Context: an optimization exercise on an open-source flow, tuned for small area, a short achievable clock period and few clock cycles. The choices shown serve that exercise and are no tape-out recipe.
RTL that was checked went through simulation tests only; none was proved equivalent to the original.
Only the layout flow was run in run 3; the RTL was not checked for function there.

$ cat design/flow/run.sh
#!/bin/bash
# synth_recipe.tcl (not shown) runs the flow's synth.tcl, then flattens the netlist and writes it again
# the make line also repeats each setting of config.mk as NAME=value (left out here)
make -C /OpenROAD-flow-scripts/flow DESIGN_CONFIG=/design/flow/config.mk WORK_HOME=/design/flow/orfs CLKGATE_MAP_FILE= SYNTH_SCRIPT=/design/flow/synth_recipe.tcl finish
$ cat design/flow/config.mk
export PLATFORM = sky130hd
export DESIGN_NAME = pn_eval_core
export DESIGN_NICKNAME = pn_eval_core
export VERILOG_FILES = /design/flow/design.v
export SDC_FILE = /design/flow/constraint.sdc
export NUM_CORES = 4
export LEC_CHECK = 0
export ABC_CLOCK_PERIOD_IN_PS = 3000
export CAP_MARGIN = 20
export CORE_MARGIN = 2
export CORE_UTILIZATION = 40
export SETUP_SLACK_MARGIN = 5
export SLEW_MARGIN = 20
$ cat design/flow/constraint.sdc
create_clock -name core_clock -period 11.0 [get_ports {clk}]
set_input_delay 2.2000 -clock core_clock [delete_from_list [all_inputs] [get_ports {clk}]]
set_output_delay 2.2000 -clock core_clock [all_outputs]
set_load 0.01 [all_outputs]
$ cat design/flow/design.v
package pn_pkg;
    localparam logic PN_POSTFIX = 1'b0;
    localparam logic PN_PREFIX  = 1'b1;
    localparam logic [1:0] OP_ADD = 2'b00;
    localparam logic [1:0] OP_SUB = 2'b01;
    localparam logic [1:0] OP_MUL = 2'b10;
    localparam logic [1:0] OP_ABS = 2'b11;
    typedef enum logic [2:0] {
        IDLE = 3'd0,
        RUN  = 3'd1,
        WAIT = 3'd2,
        REV  = 3'd3,
        OUT  = 3'd4
    } state_t;
endpackage
module pn_alu
#(
    parameter int unsigned DATA_W = 32
) (
    input  logic [DATA_W-1:0] a,
    input  logic [DATA_W-1:0] b,
    input  logic [1:0]        op,
    input  logic              swap,
    output logic [DATA_W-1:0] result
);
    logic [DATA_W-1:0] sum, d_ab, d_ba, dif, ndif;
    assign sum  = a + b;
    assign d_ab = a - b;
    assign d_ba = b - a;
    assign dif  = swap ? d_ba : d_ab;
    assign ndif = swap ? d_ab : d_ba;
    always_comb begin
        case (op)
            pn_pkg::OP_SUB: result = dif;
            pn_pkg::OP_ABS: result = dif[DATA_W-1] ? ndif : dif;
            default:        result = sum;
        endcase
    end
endmodule
module pn_eval_core
#(
    parameter int unsigned OPND_W    = 3,
    parameter int unsigned DATA_W    = 32,
    parameter int unsigned TOK_DEPTH = 16,
    parameter int unsigned STK_DEPTH = 8
) (
    input  logic                     clk,
    input  logic                     rst,
    input  logic                     in_valid,
    input  logic                     mode,
    input  logic                     operator,
    input  logic [OPND_W-1:0]        in,
    output logic                     busy,
    output logic                     out_valid,
    output logic signed [DATA_W-1:0] out,
    output logic                     err
);
    localparam int unsigned TOK_W  = OPND_W + 1;
    localparam int unsigned TCNT_W = $clog2(TOK_DEPTH + 1);
    localparam int unsigned TIDX_W = $clog2(TOK_DEPTH);
    localparam int unsigned SCNT_W = $clog2(STK_DEPTH + 1);
    localparam int unsigned SIDX_W = $clog2(STK_DEPTH);
    localparam int unsigned OS_D   = STK_DEPTH;
    localparam int unsigned DCNT_W = TCNT_W + 1;    
    localparam logic signed [DCNT_W-1:0] D_ONE  = 1;
    localparam logic signed [DCNT_W-1:0] D_MONE = -1;
    localparam logic signed [DCNT_W-1:0] D_MAX  = STK_DEPTH;
    typedef enum logic [2:0] {
        K_NONE, K_PUSH, K_OSPUSH, K_STKOP, K_IMMOP, K_CASC
    } kind_t;
    pn_pkg::state_t state, state_d;
    logic [TOK_W-1:0]  tok_mem [TOK_DEPTH];
    logic [TCNT_W-1:0] wp, rp;
    logic              mode_q, ovf;
    logic              tq_v, tq_op;
    logic signed [DCNT_W-1:0] dp, dmax, dmin;
    logic              perr;
    logic [DATA_W-1:0] vs [STK_DEPTH];
    logic [SCNT_W-1:0] sp;
    logic              os_v  [OS_D];
    logic              os_l  [OS_D];
    logic [1:0]        os_op [OS_D];
    logic              casc, revf;
    logic [DATA_W-1:0] ms, mc;
    logic              cpa, acc;
    logic [SIDX_W-1:0] oidx;
    logic [SCNT_W-1:0] ocnt;
    logic              oasc;
    logic              rev, pre, avail;
    logic [TOK_W-1:0]  tok_h;
    logic              h_op;
    logic [DATA_W-1:0] h_val;
    kind_t             kind;
    logic [1:0]        eop;
    logic              is_alu, mul_first, complete, consume;
    assign rev   = (state == pn_pkg::REV);
    assign pre   = mode_q & ~rev;
    assign avail = rev | (rp != wp);
    assign tok_h = tok_mem[TIDX_W'(rp)];
    assign h_op  = tok_h[TOK_W-1];
    assign h_val = DATA_W'(tok_h[OPND_W-1:0]);
    always_comb begin
        if (pre && casc)           kind = K_CASC;
        else if (!avail)           kind = K_NONE;
        else if (!h_op)            kind = (pre && os_v[0] && os_l[0]) ? K_IMMOP : K_PUSH;
        else                       kind = pre ? K_OSPUSH : K_STKOP;
    end
    assign eop       = (kind == K_STKOP) ? tok_h[1:0] : os_op[0];
    assign is_alu    = (kind == K_STKOP) || (kind == K_IMMOP) || (kind == K_CASC);
    assign mul_first = is_alu && (eop == pn_pkg::OP_MUL) && !cpa;
    assign complete  = (kind != K_NONE) && !mul_first;
    assign consume   = complete && (kind != K_CASC);
    logic [DATA_W-1:0] alu_a, alu_b, alu_r;
    logic              imm_mode;
    assign imm_mode = (kind == K_IMMOP);
    assign alu_a = cpa ? ms : (imm_mode ? vs[0] : vs[1]);
    assign alu_b = cpa ? mc : (imm_mode ? h_val : vs[0]);
    pn_alu #(.DATA_W(DATA_W)) u_alu (
        .a      (alu_a),
        .b      (alu_b),
        .op     (cpa ? pn_pkg::OP_ADD : eop),
        .swap   (rev & ~cpa),
        .result (alu_r)
    );
    logic              small0, small1, x_is0, m_last;
    logic [DATA_W-1:0] mx, r0, r1, r2, s1, c1, s2, c2, ms_d, mc_d, sa, ca;
    logic [2:0]        mm;
    assign small0 = (vs[0][DATA_W-1:3] == '0);
    assign small1 = (vs[1][DATA_W-1:3] == '0);
    assign x_is0  = imm_mode || (!small0 && small1 && !acc);
    assign m_last = imm_mode || small0 || (small1 && !acc);
    assign mx     = x_is0 ? vs[0] : vs[1];
    assign mm     = imm_mode ? tok_h[2:0] : (x_is0 ? vs[1][2:0] : vs[0][2:0]);
    assign r0     = mx & {DATA_W{mm[0]}};
    assign r1     = (mx << 1) & {DATA_W{mm[1]}};
    assign r2     = (mx << 2) & {DATA_W{mm[2]}};
    assign sa     = acc ? ms : '0;
    assign ca     = acc ? mc : '0;
    assign s1   = r0 ^ r1 ^ r2;
    assign c1   = ((r0 & r1) | (r0 & r2) | (r1 & r2)) << 1;
    assign s2   = sa ^ ca ^ s1;
    assign c2   = ((sa & ca) | (sa & s1) | (ca & s1)) << 1;
    assign ms_d = c1 ^ s2 ^ c2;
    assign mc_d = ((c1 & s2) | (c1 & c2) | (s2 & c2)) << 1;
    logic [DATA_W-1:0] vs_d [STK_DEPTH];
    logic [SCNT_W-1:0] sp_d;
    logic              os_v_d [OS_D];
    logic              os_l_d [OS_D];
    logic [1:0]        os_op_d [OS_D];
    logic              casc_d, revf_d, cpa_d, acc_d;
    logic [TCNT_W-1:0] rp_d;
    logic              eng_on;
    assign eng_on = (state == pn_pkg::RUN) || (state == pn_pkg::WAIT) || rev;
    always_comb begin
        for (int i = 0; i < int'(STK_DEPTH); i++) vs_d[i] = vs[i];
        for (int i = 0; i < int'(OS_D); i++) begin
            os_v_d[i]  = os_v[i];
            os_l_d[i]  = os_l[i];
            os_op_d[i] = os_op[i];
        end
        sp_d   = sp;
        casc_d = casc;
        revf_d = revf;
        cpa_d  = cpa;
        acc_d  = acc;
        rp_d   = rp;
        if (eng_on) begin
            if (mul_first) begin
                cpa_d = m_last;
                acc_d = !m_last;
                if (!m_last) begin
                    vs_d[0] = vs[0] >> 3;
                    vs_d[1] = vs[1] << 3;
                end
            end else if (complete) begin
                cpa_d = 1'b0;
                acc_d = 1'b0;
                if (consume) rp_d = rev ? rp - TCNT_W'(1) : rp + TCNT_W'(1);
                case (kind)
                    K_PUSH: begin
                        for (int i = 1; i < int'(STK_DEPTH); i++) vs_d[i] = vs[i-1];
                        vs_d[0] = h_val;
                        sp_d    = sp + SCNT_W'(1);
                        if (pre) begin
                            if (sp == SCNT_W'(STK_DEPTH)) revf_d = 1'b1;
                            if (os_v[0]) os_l_d[0] = 1'b1;
                        end
                    end
                    K_OSPUSH: begin
                        for (int i = 1; i < int'(OS_D); i++) begin
                            os_v_d[i]  = os_v[i-1];
                            os_l_d[i]  = os_l[i-1];
                            os_op_d[i] = os_op[i-1];
                        end
                        os_v_d[0]  = 1'b1;
                        os_l_d[0]  = 1'b0;
                        os_op_d[0] = tok_h[1:0];
                    end
                    default: begin   
                        vs_d[0] = alu_r;
                        if (kind != K_IMMOP) begin
                            for (int i = 1; i < int'(STK_DEPTH) - 1; i++) vs_d[i] = vs[i+1];
                            sp_d = sp - SCNT_W'(1);
                        end
                        if (kind != K_STKOP) begin
                            for (int i = 0; i < int'(OS_D) - 1; i++) begin
                                os_v_d[i]  = os_v[i+1];
                                os_l_d[i]  = os_l[i+1];
                                os_op_d[i] = os_op[i+1];
                            end
                            os_v_d[OS_D-1] = 1'b0;
                            casc_d = os_v[1] && os_l[1];
                            if (os_v[1]) os_l_d[0] = 1'b1;
                        end
                    end
                endcase
            end
        end
    end
    logic ms_we;
    assign ms_we = eng_on && mul_first;
    logic signed [DCNT_W-1:0] dd, dp_n, dt, dmax_f, dmin_f;
    logic                     post_ok, pre_ok, bad;
    assign dd     = tq_op ? D_MONE : D_ONE;
    assign dp_n   = dp + dd;
    assign dt     = tq_v ? dp_n : dp;
    assign dmax_f = (tq_v && dp > dmax) ? dp : dmax;
    assign dmin_f = (tq_v && dp < dmin) ? dp : dmin;
    assign post_ok = !perr && (dt >= D_ONE) && (dt <= D_MAX);
    assign pre_ok  = (dt > dmax_f) && (dt <= dmin_f + D_MAX);
    assign bad     = ovf || (mode_q ? !pre_ok : !post_ok);
    logic              busy_d, out_valid_d, err_d;
    logic [DATA_W-1:0] out_d, out_sel, bot_old;
    logic [SIDX_W-1:0] oidx_d, rd_idx;
    logic [SCNT_W-1:0] ocnt_d;
    logic              oasc_d, done_next, eng_reset, ended;
    assign done_next = (rp_d == wp) && !casc_d && !cpa_d && !acc_d;
    assign rd_idx    = (state == pn_pkg::OUT) ? oidx : SIDX_W'(sp - SCNT_W'(1));
    assign out_sel   = vs[rd_idx];
    always_comb begin
        state_d     = state;
        busy_d      = busy;
        out_valid_d = 1'b0;
        out_d       = '0;
        err_d       = 1'b0;
        oidx_d      = oidx;
        ocnt_d      = ocnt;
        oasc_d      = oasc;
        eng_reset   = 1'b0;
        ended       = 1'b0;
        case (state)
            pn_pkg::IDLE: begin
                busy_d = 1'b0;
                if (in_valid) begin
                    eng_reset = 1'b1;
                    busy_d    = 1'b1;
                    state_d   = pn_pkg::RUN;
                end
            end
            pn_pkg::RUN: begin
                ended = !in_valid;
            end
            pn_pkg::WAIT: begin
                ended = 1'b1;
            end
            pn_pkg::REV: begin
                if (consume && rp == '0) begin
                    state_d = pn_pkg::OUT;
                    oidx_d  = '0;
                    ocnt_d  = sp_d;
                    oasc_d  = 1'b1;
                end
            end
            pn_pkg::OUT: begin
                out_valid_d = 1'b1;
                out_d       = out_sel;
                oidx_d      = oasc ? oidx + SIDX_W'(1) : oidx - SIDX_W'(1);
                ocnt_d      = ocnt - SCNT_W'(1);
                if (ocnt == SCNT_W'(1)) begin
                    busy_d  = 1'b0;
                    state_d = pn_pkg::IDLE;
                end
            end
            default: state_d = pn_pkg::IDLE;
        endcase
        if (ended) begin
            if (state == pn_pkg::RUN && bad) begin
                out_valid_d = 1'b1;
                err_d       = 1'b1;
                busy_d      = 1'b0;
                state_d     = pn_pkg::IDLE;
            end else if (done_next && !revf_d) begin
                out_valid_d = 1'b1;
                out_d       = (sp_d == SCNT_W'(1)) ? vs_d[0] : out_sel;
                oidx_d      = SIDX_W'(sp_d - SCNT_W'(2));
                ocnt_d      = sp_d - SCNT_W'(1);
                oasc_d      = 1'b0;
                if (sp_d == SCNT_W'(1)) begin
                    busy_d  = 1'b0;
                    state_d = pn_pkg::IDLE;
                end else begin
                    state_d = pn_pkg::OUT;
                end
            end else if (done_next) begin
                state_d = pn_pkg::REV;
            end else begin
                state_d = pn_pkg::WAIT;
            end
        end
    end
    always_ff @(posedge clk) begin
        if (rst) begin
            state     <= pn_pkg::IDLE;
            busy      <= 1'b0;
            out_valid <= 1'b0;
            out       <= '0;
            err       <= 1'b0;
        end else begin
            state     <= state_d;
            busy      <= busy_d;
            out_valid <= out_valid_d;
            out       <= out_d;
            err       <= err_d;
        end
    end
    always_ff @(posedge clk) begin
        if (eng_reset) begin
            tok_mem[0] <= {operator, in};
            wp     <= TCNT_W'(1);
            mode_q <= mode;
            ovf    <= 1'b0;
            tq_v   <= 1'b1;
            tq_op  <= operator;
            dp     <= '0;
            dmax   <= '0;
            dmin   <= '0;
            perr   <= 1'b0;
        end else begin
            tq_v  <= 1'b0;
            tq_op <= operator;
            if (state == pn_pkg::RUN && in_valid) begin
                if (wp == TCNT_W'(TOK_DEPTH)) begin
                    ovf <= 1'b1;
                end else begin
                    tok_mem[TIDX_W'(wp)] <= {operator, in};
                    wp   <= wp + TCNT_W'(1);
                    tq_v <= 1'b1;
                end
            end
            if (tq_v) begin
                dp   <= dp_n;
                dmax <= dmax_f;
                dmin <= dmin_f;
                if (dp_n < D_ONE || dp_n > D_MAX) perr <= 1'b1;
            end
        end
    end
    always_ff @(posedge clk) begin
        if (eng_reset) begin
            rp   <= '0;
            sp   <= '0;
            casc <= 1'b0;
            revf <= 1'b0;
            cpa  <= 1'b0;
            acc  <= 1'b0;
            for (int i = 0; i < int'(OS_D); i++) os_v[i] <= 1'b0;
        end else begin
            if (state_d == pn_pkg::REV && state != pn_pkg::REV) begin
                rp <= wp - TCNT_W'(1);
                sp <= '0;
            end else begin
                rp <= rp_d;
                sp <= sp_d;
            end
            casc <= casc_d;
            revf <= revf_d;
            cpa  <= cpa_d;
            acc  <= acc_d;
            for (int i = 0; i < int'(OS_D); i++) os_v[i] <= os_v_d[i];
        end
        for (int i = 0; i < int'(OS_D); i++) begin
            os_l[i]  <= os_l_d[i];
            os_op[i] <= os_op_d[i];
        end
        for (int i = 0; i < int'(STK_DEPTH); i++) vs[i] <= vs_d[i];
        if (ms_we) begin
            ms <= ms_d;
            mc <= mc_d;
        end
        oidx <= oidx_d;
        ocnt <= ocnt_d;
        oasc <= oasc_d;
    end
endmodule
==> impl_metrics.py, run 1 <==
metrics = {
    "worst_hold_path": {
        "min_path_type": "reg -> reg",
    },
    "yosys": {
        "synth_area_leaders": "edfxtp_1 33%, nand2_1 11%, dfxtp_1 7.4%",
        "synth_seq_cells": 501,
        "synth-simple-area-share_pct": 18.8,
        "synth-compound-area-share_pct": 16.2,
        "syn_inst": 3869,
        "syn_area_sq_um": 34100,
        "synth_edf_count": 375,
        "yosysSeqAreaShare_pct": 40.5,
        "synthAdderAreaFrac_pct": 10.6,
        "synth_cell_types": 90,
        "yosys_most_used_dff": "edfxtp_1",
        "synth-warning-count": 10,
        "syn-num-nets": 4111,
        "synth_mux_area_share_pct": 5.81,
        "synth_top_family_by_area": "simple AND/OR/NAND/NOR gates",
        "synth_top_area_share_pct": 33.1,
        "synth_xor_area_share_pct": 2.34,
        "async_flop_share_pct": 0,
        "synth.avg_cell_area_sq_um": 8.80,
        "synth_top_cell_by_area": "edfxtp_1",
    },
    "clocking": {
        "cts_made_buffers": 57,
        "clockBufferDepth": 3,
        "clk_pin_slew_ns": 0.06,
        "tritoncts": "done",
        "hold_buffers": 0,
        "cts_root_buf": "clkbuf_16",
        "cts.sinks": 501,
        "clock_latency_ns": 0.64,
        "cts_max_level": 2,
    },
    "setup_path": {
        "path_cells": "mux4_2 > o22ai_2 > or2_4 > nand3_4 > buf_12 > buf_12 > mux2i_1 > o21ai_1 > ha_4 > a21o_1 > a21oi_1 > o21ai_0 > a2bb2oi_1 > nand2_1 > a21boi_0 > xnor2_1 > o221ai_1 > a21oi_1 > a2111oi_2 > a221o_1 > o2bb2ai_2",
        "critPathArrivalTime_ns": 6.35,
        "crit_type": "reg -> reg",
        "worstPathRequired_ns": 11.49,
        "max_stage_delay_ns": 0.53,
        "crit_slowest_cell": "a21boi_0",
        "crit_path_end_kind": "flip-flop",
        "worstPathMaxFanout": 35,
        "cp-start-kind": "flip-flop",
        "r2r_setup_slack_ns": 5.14,
    },
    "timing": {
        "maxSlewHeadroom_pct": 19.9,
        "skew_ns": 0.0241,
        "final.setup.worst_slack_ns": 5.14,
        "rsz0062_at_grt": "false",
        "hold_viol": 0,
        "tightest_slew_ns": 1.20,
        "post-route-period-util_pct": 53.2,
        "setup_violations": 0,
        "drv_slew": 0,
        "setup_tns_ns": 0,
        "post-route-min-period_ns": 5.86,
        "fmax_ghz": 0.171,
    },
    "run": {
        "drv_cap": 0,
    },
    "route": {
        "via_count": 29200,
        "drc": 0,
        "drtAntennaViolNets": 0,
        "wl_um": 113000,
        "viasPerCell": 5.82,
        "wl_per_cell_um": 22.6,
        "drt_iter0_markers": 3405,
        "drt_first_pass_iters": 6,
    },
    "die": {
        "die-area_sq_um": 87500,
        "num_rows": 107,
        "initial_core_util_pct": 40.2,
        "core_sq_um": 84700,
        "chipWidth_um": 296,
        "io_pins": 43,
        "dieHeight_um": 296,
    },
    "grt": {
        "grt_pass1_vias": 27500,
        "antenna_found_initial": 1,
        "grt_max_degree": 75,
        "grt_usage_pct": 25.5,
        "grt_pass1_wl_um": 171000,
        "globalRouteOverflowTotal": 0,
    },
    "cells_and_area": {
        "layout.nets": 4062,
        "final_cell_mix": "974 x nand2_1, 375 x edfxtp_1, 330 x nor2_1",
        "drive_gt1_share_pct": 10.7,
        "stdcell_area_sq_um": 38400,
        "final_common_cell": "nand2_1",
        "syn_to_final_growth_pct": 12.8,
        "final_core_util_pct": 45.3,
    },
    "place": {
        "portBuffers": 42,
        "dpl.hpwl_um": 76900,
        "dpl_cell_area_sq_um": 35500,
        "gp_congestion": 0.969,
        "preCtsSetupSlack_ns": 2.53,
    },
    "run_status": {
        "outcome": "finished clean",
    },
}
worst paths after layout:
check	startpoint	end	cells after the start
worst max register to register	rp[0]	out[23]	21
worst max-delay path	rp[0]	out[23]	21
worst min-delay path	os_v[7]	os_v[7]	2
worst min register to register	os_v[7]	os_v[7]	2
cell families after synthesis:
group	count (synthesis)
AND/OR/NAND/NOR	1559
AO/OA/AOI/OAI	841
flip-flops	501
buffers and inverters	496
adder cells (fa/ha/maj)	234
multiplexers	147
XOR/XNOR	91
worst max-delay path, delay by kind of cell, from the launching register on:
| kind | cells | cell delay [ns] |
|---|---|---|
| AND/OR/NAND/NOR | 3 | 0.57 |
| flip-flops | 1 | 0.41 |
| buffers and inverters | 2 | 0.35 |
| adder cells (fa/ha/maj) | 1 | 0.29 |
| XOR/XNOR | 1 | 0.20 |
| AO/OA/AOI/OAI | 12 | 3.20 |
| multiplexers | 2 | 0.65 |
sequential cells by signal, summed over array words and instances, names as in the netlist, 4 cells and up:
name,count
out,32
rp,5
os_v,8
dp,6
os_l,8
vs,256
dmax,6
sp,4
wp,5
ocnt,4
ms,32
os_op,16
mc,30
tok_mem,64
dmin,6
layer usage:
| metal | vias up | part of all wire, % | GRT usage [%] |
|---|---|---|---|
| li1 | 13400 | - | - |
| met1 | 14300 | 44 | 37.3 |
| met2 | 1322 | 43 | 37.7 |
| met3 | 197 | 9.5 | 4.96 |
| met4 | 2 | 3.3 | 8.01 |
| met5 | - | 0.011 | 0 |
metrics by stage:
| stage | hold WS [ns] | std cells |
|---|---|---|
| floorplan | 0.426 | 3869 |
| global placement | 0.455 | 4852 |
| detailed placement | 0.463 | 4852 |
| CTS | 0.477 | 4982 |
| global route | 0.493 | 5011 |
| finish | 0.479 | 5012 |
timing repair:
item | in CTS | in global routing
cloned | 2 | 0
buffers inserted | 22 | 29
setup endpoints to repair | 151 | 132
pin swaps | 9 | 23
hold endpoints to repair | 0 | 0
gates resized for setup | 93 | 86
cells in the mapped netlist (all sizes together), types with 27 or more instances:
library cell and n:
nor3 45, mux4 40, a31oi 55, o22ai 30, clkbuf 199, a211oi 33
ha 141, nor2 343, nand2 975, nor4 27, inv 236, o21ai 186
fa 93, mux2i 101, dfxtp 126, edfxtp 375, a22oi 44, buf 59
nand3 44, xnor2 70, a21oi 234
layout make-up:
cell class / count / area (sq um)
Multi-Input combinational cell: 2874 / 19200
Clock buffer: 76 / 1550
Timing Repair Buffer: 148 / 1270
Sequential cell: 501 / 13800
Clock inverter: 30 / 295
Antenna cell: 1 / 2.50
Inverter: 238 / 918
Fill cell: 8128 / 46300
Tap cell: 1144 / 1430
Testbench counts, summed over its fixed seeds: cycles 7,458.
==> inputs of run 2 (changes only) <==
==> design/flow/config.mk (replaced) <==
export PLATFORM = sky130hd
export DESIGN_NAME = pn_eval_core
export DESIGN_NICKNAME = pn_eval_core
export VERILOG_FILES = /design/flow/design.v
export SDC_FILE = /design/flow/constraint.sdc
export NUM_CORES = 4
export LEC_CHECK = 0
export CAP_MARGIN = 20
export CORE_MARGIN = 2
export CORE_UTILIZATION = 40
export SLEW_MARGIN = 20
==> run 2 against run 1 <==
Against the previous run: still clean; critical path depth rose by 1; global-route usage rose by 0.16 points; sequential cell count did not move; register-to-register slack got worse by 2.5 ns; hold slack got worse by 0.028 ns; routed wire length fell by 0.20%; highest routed layer unchanged.
==> impl_metrics.py, run 2 <==
metrics = {
    "yosys": {
        "synth-simple-area-share_pct": 18.8,
        "post-synth-top-count-cell": "nand2_1",
        "ys_top_cells_by_count": "974 x nand2_1, 375 x edfxtp_1, 340 x nor2_1",
        "synth_top_family_by_area": "simple AND/OR/NAND/NOR gates",
        "syn-num-nets": 4111,
        "synthAdderAreaFrac_pct": 10.6,
        "synth_area_leaders": "edfxtp_1 33%, nand2_1 11%, dfxtp_1 7.4%",
        "syn_area_sq_um": 34100,
        "synth.avg_cell_area_sq_um": 8.80,
        "synth_mux_area_share_pct": 5.81,
        "synth-warning-count": 10,
        "syn_inst": 3869,
        "synth_top_area_share_pct": 33.1,
        "yosys_most_used_dff": "edfxtp_1",
        "synth_xor_area_share_pct": 2.34,
        "synth_seq_cells": 501,
        "synth_cell_types": 90,
        "async_flop_share_pct": 0,
        "synth-compound-area-share_pct": 16.2,
        "synth_edf_count": 375,
        "yosysSeqAreaShare_pct": 40.5,
        "synth_top_cell_by_area": "edfxtp_1",
    },
    "die": {
        "num_rows": 107,
        "die-area_sq_um": 87500,
        "io_pins": 43,
        "dieHeight_um": 296,
        "core_sq_um": 84700,
        "initial_core_util_pct": 40.2,
        "chipWidth_um": 296,
    },
    "timing": {
        "post-route-period-util_pct": 76.2,
        "post-route-min-period_ns": 8.38,
        "setup_tns_ns": 0,
        "maxSlewHeadroom_pct": 25.3,
        "drv_slew": 0,
        "tightest_slew_ns": 1.11,
        "fmax_ghz": 0.119,
        "skew_ns": 0.0478,
        "rsz0062_at_grt": "false",
        "hold_viol": 0,
        "setup_violations": 0,
    },
    "cells_and_area": {
        "final_common_cell": "nand2_1",
        "final_cell_mix": "974 x nand2_1, 375 x edfxtp_1, 335 x nor2_1",
        "syn_to_final_growth_pct": 9.77,
        "reg_top3": "vs x256, tok_mem x64",
        "final_core_util_pct": 44.1,
        "largest_reg_flops": 256,
        "drive_gt1_share_pct": 7.18,
        "fin_cells": 4964,
        "n_fill_cell": 8213,
        "largest_register": "vs",
        "layout.nets": 4013,
    },
    "clocking": {
        "postCtsSetupBuffers": 0,
        "tritoncts": "done",
        "cts_max_level": 2,
        "clk_pin_slew_ns": 0.06,
        "cts_resized": 0,
        "hold_buffers": 0,
        "clock_latency_ns": 0.65,
        "cts_root_buf": "clkbuf_16",
        "clockBufferDepth": 3,
        "cts_made_buffers": 56,
        "cts.sinks": 501,
    },
    "worst_hold_path": {
        "whs_path_depth": 0,
        "min_path_type": "reg -> reg",
    },
    "grt": {
        "antenna_found_initial": 2,
        "globalRouteOverflowTotal": 0,
        "grt_pass1_vias": 27200,
        "grt_usage_pct": 25.6,
        "grt_max_degree": 92,
        "grt_pass1_wl_um": 172000,
    },
    "place": {
        "dpl.cell_count": 4857,
        "gp_congestion": 1.01,
        "dpl.hpwl_um": 78300,
        "portBuffers": 42,
    },
    "setup_path": {
        "worstPathMaxFanout": 41,
        "path_cells": "nand2b_1 > and4_1 > a21oi_1 > nand3_4 > mux2i_1 > o21ai_0 > inv_1 > ha_1 > o21bai_1 > a2111oi_2 > a2bb2oi_1 > a41oi_1 > o221ai_1 > a21oi_1 > o21ai_1 > xor2_4 > buf_4 > mux2i_1 > xnor2_1 > nor2_1 > a2111oi_2 > o22ai_2",
        "crit_slowest_cell": "dfxtp_1",
        "cp-start-kind": "flip-flop",
        "worstPathRequired_ns": 11.49,
        "crit_type": "reg -> reg",
        "crit_path_end_kind": "flip-flop",
        "max_stage_delay_ns": 0.99,
        "rr_worst_depth": 22,
        "critPathArrivalTime_ns": 8.87,
    },
    "route": {
        "routed.top_layer": "met5",
        "route.met2.wl_um": 48000,
        "wl_per_cell_um": 22.7,
        "drc": 0,
        "routed-wl-met3_um": 10500,
        "drt_iter0_markers": 3644,
        "viasPerCell": 5.85,
        "drt_first_pass_iters": 6,
        "wl_um": 113000,
        "via_count": 29000,
        "drt-met1-wl_um": 51000,
        "drtAntennaViolNets": 0,
    },
    "run": {
        "drv_cap": 0,
    },
    "run_status": {
        "outcome": "finished clean",
    },
}
[run 2: cell counts after synthesis]
No cell type changed its count.
[run 2: stage by stage]
step	hold slack [ns]	instance area [sq um]	worst slack, ns
after global placement	0.456	35500	2.87
after global routing	0.477	37400	1.98
after floorplan	0.426	34100	3.77
after detailed placement	0.465	35500	2.73
final	0.451	37400	2.62
after CTS	0.471	37400	2.71
[run 2: final timing paths]
check            start        end  slack (ns)
max              rp[1]    out[11]        2.62
min          vs[6][18]  vs[7][18]        0.45
max reg2reg      rp[1]    out[11]        2.62
min reg2reg  vs[6][18]  vs[7][18]        0.45
[run 2: kinds of logic after synthesis]
group	Yosys count
xor+xnor	91
mux	147
buf+inv	496
fa+ha+maj	234
simple gates	1559
compound gates	841
flops	501
[run 2: routing by layer]
metal	GRT usage (%)	vias up
met5	0	-
met4	7.49	2
met3	4.72	196
met2	37.5	1311
met1	38.3	14300
li1	-	13300
[run 2: worst max-delay path: cells and delay by family, from the launching register on]
| kind | cells | cell delay, ns |
|---|---|---|
| mux | 2 | 0.57 |
| fa+ha+maj | 1 | 0.24 |
| simple gates | 4 | 1.21 |
| buf+inv | 2 | 0.68 |
| flops | 1 | 0.99 |
| compound gates | 11 | 3.91 |
| xor+xnor | 2 | 0.62 |
[run 2: layout make-up]
| class | count | area, sq um | area share (%) |
|---|---|---|---|
| multi-input combinational | 2872 | 18500 | 49.4 |
| inverter | 238 | 898 | 2.40 |
| tap | 1144 | 1430 | 3.83 |
| antenna | 2 | 5.00 | 0.0134 |
| timing repair buffer | 102 | 871 | 2.33 |
| sequential | 501 | 13800 | 36.9 |
| clock buffer | 84 | 1670 | 4.46 |
| clock inverter | 21 | 255 | 0.683 |
==> inputs of run 3 (changes only) <==
--- a/design/flow/design.v
+++ b/design/flow/design.v
@@ -10,7 +10,8 @@
         RUN  = 3'd1,
         WAIT = 3'd2,
         REV  = 3'd3,
-        OUT  = 3'd4
+        OUT  = 3'd4,
+        REV0 = 3'd5
     } state_t;
 endpackage
 module pn_alu
@@ -23,17 +24,35 @@
     input  logic              swap,
     output logic [DATA_W-1:0] result
 );
-    logic [DATA_W-1:0] sum, d_ab, d_ba, dif, ndif;
-    assign sum  = a + b;
-    assign d_ab = a - b;
-    assign d_ba = b - a;
-    assign dif  = swap ? d_ba : d_ab;
-    assign ndif = swap ? d_ab : d_ba;
+    localparam int unsigned LV = $clog2(DATA_W);
+    logic [DATA_W-1:0] bb, p;
+    logic [DATA_W-1:0] gl [LV+1];
+    logic [DATA_W-1:0] pl [LV+1];
+    logic [DATA_W-1:0] c0, c1, s0, s1;
+    assign bb = (op == pn_pkg::OP_ADD) ? b : ~b;
+    assign p  = a ^ bb;
+    assign gl[0] = a & bb;
+    assign pl[0] = p;
+    for (genvar l = 0; l < int'(LV); l++) begin : g_lvl
+        for (genvar i = 0; i < int'(DATA_W); i++) begin : g_bit
+            if (((i >> l) & 1) == 1) begin : g_node
+                assign gl[l+1][i] = gl[l][i] | (pl[l][i] & gl[l][((i >> l) << l) - 1]);
+                assign pl[l+1][i] = pl[l][i] & pl[l][((i >> l) << l) - 1];
+            end else begin : g_pass
+                assign gl[l+1][i] = gl[l][i];
+                assign pl[l+1][i] = pl[l][i];
+            end
+        end
+    end
+    assign c0 = {gl[LV][DATA_W-2:0], 1'b0};
+    assign c1 = {gl[LV][DATA_W-2:0] | pl[LV][DATA_W-2:0], 1'b1};
+    assign s0 = p ^ c0;     
+    assign s1 = p ^ c1;     
     always_comb begin
         case (op)
-            pn_pkg::OP_SUB: result = dif;
-            pn_pkg::OP_ABS: result = dif[DATA_W-1] ? ndif : dif;
-            default:        result = sum;
+            pn_pkg::OP_SUB: result = swap ? ~s0 : s1;
+            pn_pkg::OP_ABS: result = s1[DATA_W-1] ? ~s0 : s1;
+            default:        result = s0;
         endcase
     end
 endmodule
@@ -71,6 +90,8 @@
     pn_pkg::state_t state, state_d;
     logic [TOK_W-1:0]  tok_mem [TOK_DEPTH];
     logic [TCNT_W-1:0] wp, rp;
+    logic              hd_v;
+    logic [TOK_W-1:0]  hd;
     logic              mode_q, ovf;
     logic              tq_v, tq_op;
     logic signed [DCNT_W-1:0] dp, dmax, dmin;
@@ -95,8 +116,8 @@
     logic              is_alu, mul_first, complete, consume;
     assign rev   = (state == pn_pkg::REV);
     assign pre   = mode_q & ~rev;
-    assign avail = rev | (rp != wp);
-    assign tok_h = tok_mem[TIDX_W'(rp)];
+    assign avail = rev | hd_v;
+    assign tok_h = hd;
     assign h_op  = tok_h[TOK_W-1];
     assign h_val = DATA_W'(tok_h[OPND_W-1:0]);
     always_comb begin
@@ -219,6 +240,36 @@
     end
     logic ms_we;
     assign ms_we = eng_on && mul_first;
+    logic              tok_we;
+    logic [TIDX_W-1:0] rd_addr;
+    logic [TOK_W-1:0]  mem_nx, hd_d;
+    logic              hd_v_d;
+    assign tok_we  = (state == pn_pkg::RUN) && in_valid && (wp != TCNT_W'(TOK_DEPTH));
+    assign rd_addr = (state == pn_pkg::REV0) ? TIDX_W'(wp - TCNT_W'(1)) :
+                     rev ? TIDX_W'(rp - TCNT_W'(1)) : TIDX_W'(rp + TCNT_W'(1));
+    assign mem_nx  = tok_mem[rd_addr];
+    always_comb begin
+        hd_d   = hd;
+        hd_v_d = hd_v;
+        if (state == pn_pkg::IDLE) begin
+            hd_d   = {operator, in};
+            hd_v_d = 1'b1;
+        end else if (state == pn_pkg::REV0) begin
+            hd_d   = mem_nx;
+            hd_v_d = 1'b1;
+        end else if (eng_on && consume) begin
+            if (rev || (rp + TCNT_W'(1) != wp)) begin
+                hd_d   = mem_nx;
+                hd_v_d = 1'b1;
+            end else begin
+                hd_d   = {operator, in};
+                hd_v_d = tok_we;
+            end
+        end else if (!hd_v) begin
+            hd_d   = {operator, in};
+            hd_v_d = tok_we;
+        end
+    end
     logic signed [DCNT_W-1:0] dd, dp_n, dt, dmax_f, dmin_f;
     logic                     post_ok, pre_ok, bad;
     assign dd     = tq_op ? D_MONE : D_ONE;
@@ -234,7 +285,7 @@
     logic [SIDX_W-1:0] oidx_d, rd_idx;
     logic [SCNT_W-1:0] ocnt_d;
     logic              oasc_d, done_next, eng_reset, ended;
-    assign done_next = (rp_d == wp) && !casc_d && !cpa_d && !acc_d;
+    assign done_next = !hd_v_d && !casc_d && !cpa_d && !acc_d;
     assign rd_idx    = (state == pn_pkg::OUT) ? oidx : SIDX_W'(sp - SCNT_W'(1));
     assign out_sel   = vs[rd_idx];
     always_comb begin
@@ -263,6 +314,9 @@
             pn_pkg::WAIT: begin
                 ended = 1'b1;
             end
+            pn_pkg::REV0: begin
+                state_d = pn_pkg::REV;
+            end
             pn_pkg::REV: begin
                 if (consume && rp == '0) begin
                     state_d = pn_pkg::OUT;
@@ -302,7 +356,7 @@
                     state_d = pn_pkg::OUT;
                 end
             end else if (done_next) begin
-                state_d = pn_pkg::REV;
+                state_d = pn_pkg::REV0;
             end else begin
                 state_d = pn_pkg::WAIT;
             end
@@ -338,14 +392,11 @@
         end else begin
             tq_v  <= 1'b0;
             tq_op <= operator;
-            if (state == pn_pkg::RUN && in_valid) begin
-                if (wp == TCNT_W'(TOK_DEPTH)) begin
-                    ovf <= 1'b1;
-                end else begin
-                    tok_mem[TIDX_W'(wp)] <= {operator, in};
-                    wp   <= wp + TCNT_W'(1);
-                    tq_v <= 1'b1;
-                end
+            if (state == pn_pkg::RUN && in_valid && !tok_we) ovf <= 1'b1;
+            if (tok_we) begin
+                tok_mem[TIDX_W'(wp)] <= {operator, in};
+                wp   <= wp + TCNT_W'(1);
+                tq_v <= 1'b1;
             end
             if (tq_v) begin
                 dp   <= dp_n;
@@ -365,7 +416,7 @@
             acc  <= 1'b0;
             for (int i = 0; i < int'(OS_D); i++) os_v[i] <= 1'b0;
         end else begin
-            if (state_d == pn_pkg::REV && state != pn_pkg::REV) begin
+            if (state == pn_pkg::REV0) begin
                 rp <= wp - TCNT_W'(1);
                 sp <= '0;
             end else begin
@@ -387,6 +438,8 @@
             ms <= ms_d;
             mc <= mc_d;
         end
+        hd   <= hd_d;
+        hd_v <= hd_v_d;
         oidx <= oidx_d;
         ocnt <= ocnt_d;
         oasc <= oasc_d;
==> run 3 against run 2 <==
Against the previous run: still clean on timing, DRC and antenna; fmax up 25%; area after synthesis decreased by 6.7%; worst setup slack better by 1.7 ns; sequential cell count rose by 5.
==> impl_metrics.py, run 3 <==
metrics = {
    "die": {
        "chipWidth_um": 286,
        "die-area_sq_um": 81700,
        "io_pins": 43,
        "core_sq_um": 78900,
        "initial_core_util_pct": 40.3,
        "dieHeight_um": 286,
        "num_rows": 103,
    },
    "clocking": {
        "postCtsSetupBuffers": 0,
        "cts_made_buffers": 56,
        "clock_latency_ns": 0.65,
        "cts_root_buf": "clkbuf_16",
        "cts.sinks": 506,
        "hold_buffers": 0,
        "clockBufferDepth": 3,
        "tritoncts": "done",
        "cts_resized": 0,
        "cts_max_level": 2,
        "clk_pin_slew_ns": 0.06,
    },
    "route": {
        "viasPerCell": 5.76,
        "drc": 0,
        "wl_per_cell_um": 21.5,
        "drt_first_pass_iters": 6,
        "wl_um": 96500,
        "via_count": 25800,
        "drt_iter0_markers": 2774,
        "drtAntennaViolNets": 0,
    },
    "cells_and_area": {
        "largest_reg_flops": 256,
        "syn_to_final_growth_pct": 10.3,
        "final_cell_mix": "910 x nand2_1, 379 x edfxtp_1, 294 x nor2_1",
        "final_common_cell": "nand2_1",
        "drive_gt1_share_pct": 6.91,
        "n_fill_cell": 7625,
        "layout.nets": 3565,
        "reg_top3": "vs x256, tok_mem x64",
        "largest_register": "vs",
        "final_core_util_pct": 44.4,
        "antennaDiodeCount": 0,
    },
    "setup_path": {
        "max_stage_delay_ns": 0.87,
        "worstPathRequired_ns": 11.51,
        "cp-start-kind": "flip-flop",
        "cp.buffers_inverters": 1,
        "path_cells": "nand3b_1 > and3_2 > nand2_1 > a21oi_1 > a21oi_1 > xnor2_1 > ha_1 > nand4_1 > nor4_1 > a41oi_1 > o22ai_1 > nor3_2 > xnor2_2 > buf_4 > a21oi_1 > o21ai_0 > a211o_1 > a21o_1 > a32o_1",
        "crit_path_end_kind": "flip-flop",
        "crit_slowest_cell": "and3_2",
        "crit_type": "reg -> reg",
        "crit_top_cell": "a21oi_1",
        "critPathArrivalTime_ns": 7.21,
        "worstPathMaxFanout": 37,
        "path_delay_family": "compound AO/OA/AOI/OAI gates",
    },
    "timing": {
        "drv_slew": 0,
        "post-route-min-period_ns": 6.69,
        "fmax_ghz": 0.149,
        "rsz0062_at_grt": "false",
        "skew_ns": 0.0368,
        "hold_viol": 0,
        "post-route-period-util_pct": 60.9,
        "setup_tns_ns": 0,
        "maxSlewHeadroom_pct": 20.9,
        "setup_violations": 0,
        "tightest_slew_ns": 1.19,
    },
    "yosys": {
        "synth-warning-count": 12,
        "post-synth-top-count-cell": "nand2_1",
        "synth_top_cell_by_area": "edfxtp_1",
        "ys_top_cells_by_count": "910 x nand2_1, 379 x edfxtp_1, 297 x nor2_1",
        "synth_seq_cells": 506,
        "syn_area_sq_um": 31800,
        "synth_area_leaders": "edfxtp_1 36%, nand2_1 11%, dfxtp_1 8.0%",
        "syn_inst": 3469,
        "synth.avg_cell_area_sq_um": 9.16,
        "synth_edf_count": 379,
        "async_flop_share_pct": 0,
        "synth_cell_types": 99,
        "yosysSeqAreaShare_pct": 43.8,
        "syn-num-nets": 3651,
        "yosys_most_used_dff": "edfxtp_1",
        "synth_top_area_share_pct": 35.8,
    },
    "run": {
        "drv_cap": 0,
    },
    "place": {
        "portBuffers": 42,
        "gp_congestion": 0.968,
        "dpl.hpwl_um": 66900,
    },
    "grt": {
        "globalRouteOverflowTotal": 0,
        "grt_pass1_wl_um": 148000,
        "grt_max_degree": 197,
        "grt_pass1_vias": 24400,
        "grt_usage_pct": 23.2,
        "antenna_found_initial": 0,
    },
    "run_status": {
        "outcome": "finished clean",
    },
    "worst_hold_path": {
        "min_path_type": "reg -> reg",
    },
}
[run 3: changes by cell type after synthesis, moves of 20 or more]
| cell | previous run | this run |
|---|---|---|
| nand2_1 | 974 | 910 |
| nor2_1 | 340 | 297 |
| a21oi_1 | 234 | 178 |
| ha_1 | 141 | 80 |
| o21ai_0 | 171 | 130 |
| a22o_1 | 7 | 27 |
| inv_1 | 233 | 144 |
| and3_1 | 7 | 37 |
[run 3: kinds of logic (layout without fill, tap and decap cells)]
kind of cell             Yosys count  count (layout)  share of synthesized area, %
AO/OA/AOI/OAI                    695             695                          14.5
AND/OR/NAND/NOR                 1479            1479                          19.5
adder cells (fa/ha/maj)          175             175                          9.10
multiplexers                     127             127                          5.41
XOR/XNOR                         105             105                          3.07
buffers and inverters            382             343                          4.64
flip-flops                       506             506                          43.8
[run 3: layer usage]
layer / GRT usage, % / up-vias / routed length [um]
li1: - / 12000 / -
met1: 35.1 / 12600 / 43900
met2: 33.6 / 1095 / 40500
met3: 3.86 / 153 / 9080
met4: 7.58 / 0 / 2930
met5: 0 / - / 0
[run 3: layout make-up]
class / count / area, sq um / area share (%)
Clock buffer: 63 / 1470 / 4.20
Tap cell: 1050 / 1310 / 3.75
Clock inverter: 42 / 475 / 1.36
Sequential cell: 506 / 13900 / 39.7
Timing Repair Buffer: 93 / 813 / 2.32
Multi-Input combinational cell: 2581 / 16500 / 47.1
Inverter: 145 / 544 / 1.55
[run 3: final timing paths]
| kind | start | endpoint | slack [ns] | cells past startpoint |
|---|---|---|---|---|
| setup / recovery | state[2] | out[25] | 4.31 | 19 |
| hold / removal | os_op[6][1] | os_op[7][1] | 0.46 | 0 |
| setup reg to reg | state[2] | out[25] | 4.31 | 19 |
| hold reg to reg | os_op[6][1] | os_op[7][1] | 0.46 | 0 |
[run 3: per-stage QoR]
| stage | area (sq um) | setup WS, ns | hold slack (ns) | instances |
|---|---|---|---|---|
| floorplan | 31800 | 2.33 | 0.426 | 3469 |
| global placement | 33100 | 4.45 | 0.448 | 4374 |
| detailed placement | 33100 | 4.35 | 0.439 | 4374 |
| CTS | 35000 | 4.31 | 0.462 | 4479 |
| global route | 35000 | 3.78 | 0.476 | 4480 |
| finish | 35000 | 4.31 | 0.463 | 4480 |
==> inputs of run 4 (changes only) <==
--- a/design/flow/design.v
+++ b/design/flow/design.v
@@ -96,7 +96,9 @@
     logic              tq_v, tq_op;
     logic signed [DCNT_W-1:0] dp, dmax, dmin;
     logic              perr;
-    logic [DATA_W-1:0] vs [STK_DEPTH];
+    localparam int unsigned RF_D = STK_DEPTH - 2;
+    logic [DATA_W-1:0] t0, t1;
+    logic [DATA_W-1:0] rf [RF_D];
     logic [SCNT_W-1:0] sp;
     logic              os_v  [OS_D];
     logic              os_l  [OS_D];
@@ -134,8 +136,8 @@
     logic [DATA_W-1:0] alu_a, alu_b, alu_r;
     logic              imm_mode;
     assign imm_mode = (kind == K_IMMOP);
-    assign alu_a = cpa ? ms : (imm_mode ? vs[0] : vs[1]);
-    assign alu_b = cpa ? mc : (imm_mode ? h_val : vs[0]);
+    assign alu_a = cpa ? ms : (imm_mode ? t0 : t1);
+    assign alu_b = cpa ? mc : (imm_mode ? h_val : t0);
     pn_alu #(.DATA_W(DATA_W)) u_alu (
         .a      (alu_a),
         .b      (alu_b),
@@ -146,12 +148,12 @@
     logic              small0, small1, x_is0, m_last;
     logic [DATA_W-1:0] mx, r0, r1, r2, s1, c1, s2, c2, ms_d, mc_d, sa, ca;
     logic [2:0]        mm;
-    assign small0 = (vs[0][DATA_W-1:3] == '0);
-    assign small1 = (vs[1][DATA_W-1:3] == '0);
+    assign small0 = (t0[DATA_W-1:3] == '0);
+    assign small1 = (t1[DATA_W-1:3] == '0);
     assign x_is0  = imm_mode || (!small0 && small1 && !acc);
     assign m_last = imm_mode || small0 || (small1 && !acc);
-    assign mx     = x_is0 ? vs[0] : vs[1];
-    assign mm     = imm_mode ? tok_h[2:0] : (x_is0 ? vs[1][2:0] : vs[0][2:0]);
+    assign mx     = x_is0 ? t0 : t1;
+    assign mm     = imm_mode ? tok_h[2:0] : (x_is0 ? t1[2:0] : t0[2:0]);
     assign r0     = mx & {DATA_W{mm[0]}};
     assign r1     = (mx << 1) & {DATA_W{mm[1]}};
     assign r2     = (mx << 2) & {DATA_W{mm[2]}};
@@ -163,7 +165,9 @@
     assign c2   = ((sa & ca) | (sa & s1) | (ca & s1)) << 1;
     assign ms_d = c1 ^ s2 ^ c2;
     assign mc_d = ((c1 & s2) | (c1 & c2) | (s2 & c2)) << 1;
-    logic [DATA_W-1:0] vs_d [STK_DEPTH];
+    logic [DATA_W-1:0] t0_d, t1_d, rf_rd;
+    logic [SIDX_W-1:0] rf_ra;
+    logic              rf_we;
     logic [SCNT_W-1:0] sp_d;
     logic              os_v_d [OS_D];
     logic              os_l_d [OS_D];
@@ -173,7 +177,9 @@
     logic              eng_on;
     assign eng_on = (state == pn_pkg::RUN) || (state == pn_pkg::WAIT) || rev;
     always_comb begin
-        for (int i = 0; i < int'(STK_DEPTH); i++) vs_d[i] = vs[i];
+        t0_d   = t0;
+        t1_d   = t1;
+        rf_we  = 1'b0;
         for (int i = 0; i < int'(OS_D); i++) begin
             os_v_d[i]  = os_v[i];
             os_l_d[i]  = os_l[i];
@@ -190,8 +196,8 @@
                 cpa_d = m_last;
                 acc_d = !m_last;
                 if (!m_last) begin
-                    vs_d[0] = vs[0] >> 3;
-                    vs_d[1] = vs[1] << 3;
+                    t0_d = t0 >> 3;
+                    t1_d = t1 << 3;
                 end
             end else if (complete) begin
                 cpa_d = 1'b0;
@@ -199,8 +205,9 @@
                 if (consume) rp_d = rev ? rp - TCNT_W'(1) : rp + TCNT_W'(1);
                 case (kind)
                     K_PUSH: begin
-                        for (int i = 1; i < int'(STK_DEPTH); i++) vs_d[i] = vs[i-1];
-                        vs_d[0] = h_val;
+                        rf_we   = 1'b1;
+                        t1_d    = t0;
+                        t0_d    = h_val;
                         sp_d    = sp + SCNT_W'(1);
                         if (pre) begin
                             if (sp == SCNT_W'(STK_DEPTH)) revf_d = 1'b1;
@@ -218,9 +225,9 @@
                         os_op_d[0] = tok_h[1:0];
                     end
                     default: begin   
-                        vs_d[0] = alu_r;
+                        t0_d = alu_r;
                         if (kind != K_IMMOP) begin
-                            for (int i = 1; i < int'(STK_DEPTH) - 1; i++) vs_d[i] = vs[i+1];
+                            t1_d = rf_rd;
                             sp_d = sp - SCNT_W'(1);
                         end
                         if (kind != K_STKOP) begin
@@ -281,13 +288,16 @@
     assign pre_ok  = (dt > dmax_f) && (dt <= dmin_f + D_MAX);
     assign bad     = ovf || (mode_q ? !pre_ok : !post_ok);
     logic              busy_d, out_valid_d, err_d;
-    logic [DATA_W-1:0] out_d, out_sel, bot_old;
-    logic [SIDX_W-1:0] oidx_d, rd_idx;
+    logic [DATA_W-1:0] out_d, out_sel, rf0_d;
+    logic [SIDX_W-1:0] oidx_d;
     logic [SCNT_W-1:0] ocnt_d;
     logic              oasc_d, done_next, eng_reset, ended;
     assign done_next = !hd_v_d && !casc_d && !cpa_d && !acc_d;
-    assign rd_idx    = (state == pn_pkg::OUT) ? oidx : SIDX_W'(sp - SCNT_W'(1));
-    assign out_sel   = vs[rd_idx];
+    assign rf_ra     = (state == pn_pkg::OUT) ? oidx : SIDX_W'(sp - SCNT_W'(3));
+    assign rf_rd     = rf[rf_ra];
+    assign out_sel   = (oidx == SIDX_W'(sp - SCNT_W'(1))) ? t0 :
+                       (oidx == SIDX_W'(sp - SCNT_W'(2))) ? t1 : rf_rd;
+    assign rf0_d     = (rf_we && sp == SCNT_W'(2)) ? t1 : rf[0];
     always_comb begin
         state_d     = state;
         busy_d      = busy;
@@ -320,9 +330,9 @@
             pn_pkg::REV: begin
                 if (consume && rp == '0) begin
                     state_d = pn_pkg::OUT;
-                    oidx_d  = '0;
+                    oidx_d  = SIDX_W'(sp_d - SCNT_W'(1));
                     ocnt_d  = sp_d;
-                    oasc_d  = 1'b1;
+                    oasc_d  = 1'b0;
                 end
             end
             pn_pkg::OUT: begin
@@ -345,10 +355,11 @@
                 state_d     = pn_pkg::IDLE;
             end else if (done_next && !revf_d) begin
                 out_valid_d = 1'b1;
-                out_d       = (sp_d == SCNT_W'(1)) ? vs_d[0] : out_sel;
-                oidx_d      = SIDX_W'(sp_d - SCNT_W'(2));
+                out_d       = (sp_d == SCNT_W'(1)) ? t0_d :
+                              (sp_d == SCNT_W'(2)) ? t1_d : rf0_d;
+                oidx_d      = SIDX_W'(1);
                 ocnt_d      = sp_d - SCNT_W'(1);
-                oasc_d      = 1'b0;
+                oasc_d      = 1'b1;
                 if (sp_d == SCNT_W'(1)) begin
                     busy_d  = 1'b0;
                     state_d = pn_pkg::IDLE;
@@ -433,7 +444,12 @@
             os_l[i]  <= os_l_d[i];
             os_op[i] <= os_op_d[i];
         end
-        for (int i = 0; i < int'(STK_DEPTH); i++) vs[i] <= vs_d[i];
+        t0 <= t0_d;
+        t1 <= t1_d;
+        if (eng_on && rf_we) begin
+            for (int j = 0; j < int'(RF_D); j++)
+                if (sp == SCNT_W'(j + 2)) rf[j] <= t1;
+        end
         if (ms_we) begin
             ms <= ms_d;
             mc <= mc_d;
--- a/design/flow/config.mk
+++ b/design/flow/config.mk
@@ -8,4 +8,5 @@
 export CAP_MARGIN = 20
 export CORE_MARGIN = 2
 export CORE_UTILIZATION = 40
+export SETUP_SLACK_MARGIN = 5
 export SLEW_MARGIN = 20
==> run 4 against run 3 <==
Against the previous run: critical path depth shrank 1; fmax grew 17%; via count shrank 3.3%; final cell count shrank 6.1%; non-clock buffer count grew 12; worst setup slack gained 0.99 ns; first-iteration DRC count grew 8.5%; sequential share of layout area shrank 0.16 points; largest cell class unchanged; highest routed layer is now met5.
==> impl_metrics.py, run 4 <==
metrics = {
    "run_status": {
        "outcome": "finished clean",
    },
    "timing": {
        "skew_ns": 0.0607,
        "setup_violations": 0,
        "post-route-min-period_ns": 5.70,
        "tightest_slew_ns": 1.13,
        "post-route-period-util_pct": 51.8,
        "hold_viol": 0,
        "setup_tns_ns": 0,
        "maxSlewHeadroom_pct": 24.2,
        "fmax_ghz": 0.175,
        "rsz0062_at_grt": "false",
        "drv_slew": 0,
        "final.setup.worst_slack_ns": 5.30,
    },
    "setup_path": {
        "crit_path_end_kind": "flip-flop",
        "worstPathMaxFanout": 33,
        "r2r_setup_slack_ns": 5.30,
        "crit_type": "reg -> reg",
        "worstPathRequired_ns": 11.54,
        "max_stage_delay_ns": 0.51,
        "cp-start-kind": "flip-flop",
        "crit_slowest_cell": "fa_1",
        "path_delay_family": "compound AO/OA/AOI/OAI gates",
        "rr_startpoint": "state[1]",
        "crit_top_cell": "o21ai_0",
        "critPathArrivalTime_ns": 6.24,
        "path_cells": "and3b_1 > buf_4 > o21ai_1 > o311ai_4 > buf_12 > xnor2_1 > ha_1 > fa_1 > a211oi_2 > o211ai_1 > and3_1 > o31a_1 > o211ai_4 > nand3_2 > a22o_1 > o21ai_0 > o21ai_0 > a211o_1",
        "cp.buffers_inverters": 2,
        "rr_worst_depth": 18,
        "reg2reg_to": "out[13]",
    },
    "grt": {
        "globalRouteOverflowTotal": 0,
        "grt_busiest_layer": "met1",
        "grt_pass1_wl_um": 150000,
        "grt_usage_pct": 24.5,
        "gr-usage-met2_pct": 35.6,
        "grt_max_degree": 109,
        "met3_usage_pct": 4.51,
        "grt_pass1_vias": 23700,
        "antenna_found_initial": 2,
        "met1_usage_pct": 36.8,
    },
    "yosys": {
        "synth-warning-count": 11,
        "ys_top_cells_by_count": "417 x nand2_1, 347 x edfxtp_1, 292 x nor2_1",
        "synth_top_cell_by_area": "edfxtp_1",
        "async_flop_share_pct": 0,
        "synth_top_family_by_area": "compound AO/OA/AOI/OAI gates",
        "syn_inst": 3199,
        "synth-compound-area-share_pct": 18.7,
        "yosys_most_used_dff": "edfxtp_1",
        "synth_top_area_share_pct": 33.5,
        "synth_cell_types": 96,
        "syn-num-nets": 3385,
        "synth_area_leaders": "edfxtp_1 34%, dfxtp_1 10%, fa_1 6.1%",
        "synthAdderAreaFrac_pct": 9.44,
        "synth_mux_area_share_pct": 5.25,
        "synth_xor_area_share_pct": 2.67,
        "syn_area_sq_um": 31100,
        "synth.avg_cell_area_sq_um": 9.71,
        "yosysSeqAreaShare_pct": 43.8,
        "synth_edf_count": 347,
        "synth_seq_cells": 506,
        "synth-simple-area-share_pct": 15.3,
        "post-synth-top-count-cell": "nand2_1",
    },
    "place": {
        "dpl_cell_area_sq_um": 32400,
        "portBuffers": 42,
        "gp_congestion": 0.958,
        "preCtsSetupSlack_ns": 4.48,
        "dpl.hpwl_um": 69000,
        "dpl.cell_count": 4102,
    },
    "cells_and_area": {
        "largest_register": "rf",
        "stdcell_area_sq_um": 34400,
        "final_common_cell": "nand2_1",
        "final_core_util_pct": 44.6,
        "layout.nets": 3308,
        "reg_top3": "rf x192, tok_mem x64",
        "antennaDiodeCount": 0,
        "syn_to_final_growth_pct": 10.7,
        "largest_reg_flops": 192,
        "fin_cells": 4207,
        "final_cell_mix": "417 x nand2_1, 347 x edfxtp_1, 286 x nor2_1",
        "drive_gt1_share_pct": 8.59,
    },
    "die": {
        "io_pins": 43,
        "die-area_sq_um": 79900,
        "core_sq_um": 77200,
        "chipWidth_um": 283,
        "initial_core_util_pct": 40.2,
        "num_rows": 102,
        "dieHeight_um": 283,
    },
    "route": {
        "wl_per_cell_um": 23.3,
        "wl_um": 98100,
        "via_count": 25000,
        "drtAntennaViolNets": 0,
        "drc": 0,
        "viasPerCell": 5.93,
        "drt_iter0_markers": 3011,
        "drt_first_pass_iters": 7,
    },
    "clocking": {
        "clockBufferDepth": 3,
        "tritoncts": "done",
        "cts_root_buf": "clkbuf_16",
        "clk_pin_slew_ns": 0.06,
        "hold_buffers": 0,
        "cts.sinks": 506,
        "cts_made_buffers": 54,
        "clock_latency_ns": 0.66,
        "cts_max_level": 2,
    },
    "run": {
        "drv_cap": 0,
    },
    "worst_hold_path": {
        "min-delay-start": "os_op[6][1]",
        "min_path_type": "reg -> reg",
        "whs_path_depth": 0,
        "whs_endpoint": "os_op[7][1]",
    },
}
## run 4: cell types whose count changed after synthesis, sizes merged, moves of 17 or more
cell | before | now
nor3 | 39 | 61
mux4 | 35 | 18
o211ai | 18 | 40
o21ai | 150 | 171
xnor2 | 74 | 46
nand2 | 910 | 417
o22ai | 11 | 40
mux2i | 83 | 101
dfxtp | 127 | 159
a221o | 3 | 24
edfxtp | 379 | 347
## run 4: worst max-delay path by stage
stage	from	endpoint	slack [ns]	depth (start not counted)
3_5_place_dp	state[1]	out[25]	4.48	18
4_1_cts	hd[3]	out[5]	5.01	17
3_3_place_gp	state[1]	out[25]	4.51	18
2_1_floorplan	mode_q	out[22]	5.18	13
6_report	state[1]	out[13]	5.30	18
5_1_grt	dp[1]	out[1]	4.99	18
## run 4: cell families (layout without fill, tap and decap cells)
group / after synthesis / after routing
and+or+nand+nor: 1048 / 1048
AOI/OAI and AO/OA: 850 / 850
DFF: 506 / 506
buffers and inverters: 387 / 355
adders and majority gates: 178 / 178
muxes: 137 / 137
xor gates and xnor gates: 93 / 93
## run 4: routing by layer
metal / up-vias / share of wire [%]
met5: - / 0.013
met4: 2 / 2.9
met3: 152 / 8.2
met2: 1049 / 42
met1: 12200 / 47
li1: 11600 / -
## run 4: per-stage QoR
step,hold slack (ns)
6_report,0.463
5_1_grt,0.465
4_1_cts,0.460
3_5_place_dp,0.444
3_3_place_gp,0.429
2_1_floorplan,0.426
## run 4: area by class of cell
cell class / instances / area [sq um]
multi-input cells: 2306 / 16100
clock inverters: 33 / 402
well taps: 1040 / 1300
inverters: 149 / 559
repair buffers: 105 / 913
fillers: 7359 / 42800
flip-flops and latches: 506 / 13600
clock buffers: 68 / 1490
## run 4: worst register-to-register path, stage by stage (launching register included)
cell,delay (ns)
dfxtp_4,0.45
and3b_1,0.22
buf_4,0.32
o21ai_1,0.23
o311ai_4,0.29
buf_12,0.27
xnor2_1,0.15
ha_1,0.23
fa_1,0.51
a211oi_2,0.34
o211ai_1,0.17
and3_1,0.25
o31a_1,0.38
o211ai_4,0.35
nand3_2,0.26
a22o_1,0.27
o21ai_0,0.41
o21ai_0,0.20
a211o_1,0.31
## run 4: repair_timing
item,4_1_cts,5_1_grt
hold endpoints to repair,0,0
setup buffers,1,3
cloned,0,0
pin swaps,0,0
setup endpoints to repair,56,53
resized for setup,10,22
Testbench counts of run 4, summed over its fixed seeds: cycles 7,458.

-- port drivers added, routing unchanged --
Ports are ideal in the flow. The routed layouts listed here were re-timed in OpenROAD.
Step 1 (the two cells are an assumption about what drives the block):
set clk [get_ports {clk}]
set_driving_cell -lib_cell sky130_fd_sc_hd__clkbuf_16 $clk
set_driving_cell -lib_cell sky130_fd_sc_hd__buf_2 [delete_from_list [all_inputs] $clk]
Step 2, shift: input delay + t, output delay - t, t = (earliest + latest rising clock arrival at the registers) / 2. This alone moves slack from input paths to output paths.
a / b / c = ideal / step 1 / step 2; a / b = the first two.
| run | t, ns | setup WS [ns] | worst hold slack (ns) |
|---|---|---|---|
| run 1 | 0.690 | 5.144 / 5.144 / 5.144 | 0.479 / 0.479 / 0.479 |
| run 2 | 0.698 | 2.620 / 2.620 / 2.620 | 0.451 / 0.451 / 0.451 |
| run 3 | 0.700 | 4.305 / 4.305 / 4.305 | 0.463 / 0.463 / 0.463 |
| run 4 | 0.698 | 5.298 / 5.298 / 5.288 | 0.463 / 0.463 / 0.463 |
After both steps every run listed still meets setup and hold. For run 4, which loses most, drivers alone change the setup slack by 0.000 ns; drivers and shift together by -0.010 ns.
